This is an optimization exercise on Yosys and OpenROAD, whose aim is small area, a short achievable clock period and few clock cycles, not a production implementation. Where RTL was checked, it was by simulation tests only, not by an equivalence proof against the original. Power figures rest on the tool's default switching activity, not on a simulated workload.

Setup of east:
==> flow/design.v (excerpt) <==
module battleship_top (
    input  logic        clk,
    input  logic        reset,
    input  logic        read,
    input  logic [9:0]  req,
    output logic [11:0] data_out,
    output logic        data_ready
);
==> flow/config.mk <==
export PLATFORM = sky130hd
export DESIGN_NAME = battleship_top
export DESIGN_NICKNAME = battleship_top
export VERILOG_FILES = /design/flow/design.v
export SDC_FILE = /design/flow/constraint.sdc
export NUM_CORES = 4
export LEC_CHECK = 0
export ABC_AREA = 1
export CAP_MARGIN = 20
export CORE_MARGIN = 2
export CORE_UTILIZATION = 55
export CTS_BUF_LIST = sky130_fd_sc_hd__clkbuf_8 sky130_fd_sc_hd__clkbuf_16
export CTS_CLUSTER_DIAMETER = 80
export CTS_CLUSTER_SIZE = 24
export SLEW_MARGIN = 20
==> flow/constraint.sdc <==
create_clock -name core_clock -period 9.0 [get_ports {clk}]
set_input_delay 1.8000 -clock core_clock [delete_from_list [all_inputs] [get_ports {clk}]]
set_output_delay 1.8000 -clock core_clock [all_outputs]
set_load 0.01 [all_outputs]
standard.sh (not shown) runs the stock make flow with config.mk's settings and CLKGATE_MAP_FILE= SYNTH_SCRIPT=/design/flow/synth_recipe.tcl, a recipe that flattens the netlist after the stock synthesis.
==> flow/flow/run.sh <==
#!/bin/bash
set -euo pipefail
bash standard.sh SETUP_SLACK_MARGIN=6 "BUFFER_PORTS_ARGS=-buffer_cell sky130_fd_sc_hd__buf_4" finish > flow_standard.log 2>&1
Setup changes, east to north
--- a/flow/design.v
+++ b/flow/design.v
@@ -86,24 +86,24 @@
     logic        turn_q;             
     logic        bsel_q;             
     logic [4:0]  sidx_q;             
     logic [4:0]  hits [2];           
     logic        f_place;            
     logic        f_shot;             
     logic        f_hit;              
     logic        f_win;              
     logic [3:0]  srow [10];          
     logic [3:0]  scol [10];
     logic        shor [10];
-    logic [9:0]  fresh0 [10];        
-    logic [9:0]  fresh1 [10];
+    logic [9:0]  shot0 [10];         
+    logic [9:0]  shot1 [10];
     logic        placing, over, turn, bsel;
     logic [4:0]  sidx;
     logic        last_ship;          
     assign last_ship = f_place && sidx_q[4];
     assign placing = placing_q && !(last_ship && turn_q);
     assign over    = over_q || f_win;
     assign turn    = turn_q ^ (f_shot || last_ship);
     assign bsel    = bsel_q ^ (f_shot || (last_ship && !turn_q));
     assign sidx    = f_place ? {sidx_q[3:0], sidx_q[4]} : sidx_q;
     logic       p, h;
     logic [3:0] r, c;
@@ -187,24 +187,24 @@
         end
     end
     logic was_shot;
     always_comb
     begin
         was_shot = 1'b0;
         for (int j = 0; j < 10; j++)
         begin
             logic colbit;
             colbit = 1'b0;
             for (int i = 0; i < 10; i++)
-                colbit = colbit || (rsel[i] && turn && !fresh0[i][j])
-                                || (rsel[i] && !turn && !fresh1[i][j]);
+                colbit = colbit || (rsel[i] && turn && shot0[i][j])
+                                || (rsel[i] && !turn && shot1[i][j]);
             was_shot = was_shot || (csel[j] && colbit);
         end
     end
     logic fits, turn_ok, on_board;
     logic [3:0] lim;
     always_comb
     begin
         if (sidx[0])      lim = 4'd5;        
         else if (sidx[1]) lim = 4'd6;
         else if (sidx[4]) lim = 4'd8;
         else              lim = 4'd7;
@@ -285,17 +285,17 @@
         for (int i = 0; i < 10; i++)
         begin
             mark0[i] = !reset && read && shooting && p && turn && rsel[i];
             mark1[i] = !reset && read && shooting && !p && !turn && rsel[i];
         end
     end
     always_ff @(posedge clk)
     begin
         for (int i = 0; i < 10; i++)
             for (int j = 0; j < 10; j++)
             begin
-                fresh0[i][j] <= !((!fresh0[i][j] && !reset) || (mark0[i] && csel[j]));
-                fresh1[i][j] <= !((!fresh1[i][j] && !reset) || (mark1[i] && csel[j]));
+                shot0[i][j] <= (shot0[i][j] && !reset) || (mark0[i] && csel[j]);
+                shot1[i][j] <= (shot1[i][j] && !reset) || (mark1[i] && csel[j]);
             end
     end
 endmodule
 `default_nettype wire
The flow did not stop early for north: all stages ran, and the layout cleared the timing, design-rule and antenna checks. The run showing the greater final-layout worst hold slack is east. In north, the post-route total power came out 0.018 mW above the value in east. north vs. east: fraction of layout cells with a size suffix above 1 fell 0.56 points; inverter count of the layout excluding clock inverters went up. The run with more routed wire is north, not east. Diff east -> north: clock network power share fell by 0.2 points, sequential share of power fell by 0.4 points, fraction of area in clock buffers and inverters stayed essentially flat. north has utilization below what east had. Max final design area excluding fillers across north and east: north. Between north and east, it is north whose die area is higher, by 420 um^2. Between north and east, the routed wire length on met3 is higher for east. Diff east -> north: smallest setup slack after layout went up 53 ps; fmax went up 5.1 MHz.
Testbench counts of north, summed over its fixed seeds: cycles 2,888.
Only the layout flow was run in east; the RTL was not checked for function there.

separate check: timing with driven ports:
Ports are ideal in the flow. The routed layouts listed here were re-timed in OpenROAD.
Step 1: set_driving_cell puts a clkbuf_16 on clk and a buf_2 on each other input, an assumption about the parent block.
Step 2 times the ports against the registers' clock, not the clock port: input delays grow and output delays shrink by t, the midpoint of the rising clock arrivals with the driver on.
a / b / c = no drivers / after step 1 / after step 2; a / b = the first two.
| run | t (ns) | setup WS [ns] | worst setup path after step 2 | cell pins on the clock port's net |
|---|---|---|---|---|
| east | 0.582 | 5.763 / 5.654 / 5.072 | input to register | 1 |
| north | 0.586 | 5.816 / 5.702 / 5.116 | input to register | 1 |
After both steps every run listed still meets setup and hold. The setup slack of north, which loses most, moves by -0.114 ns with the drivers and by -0.700 ns with both steps.
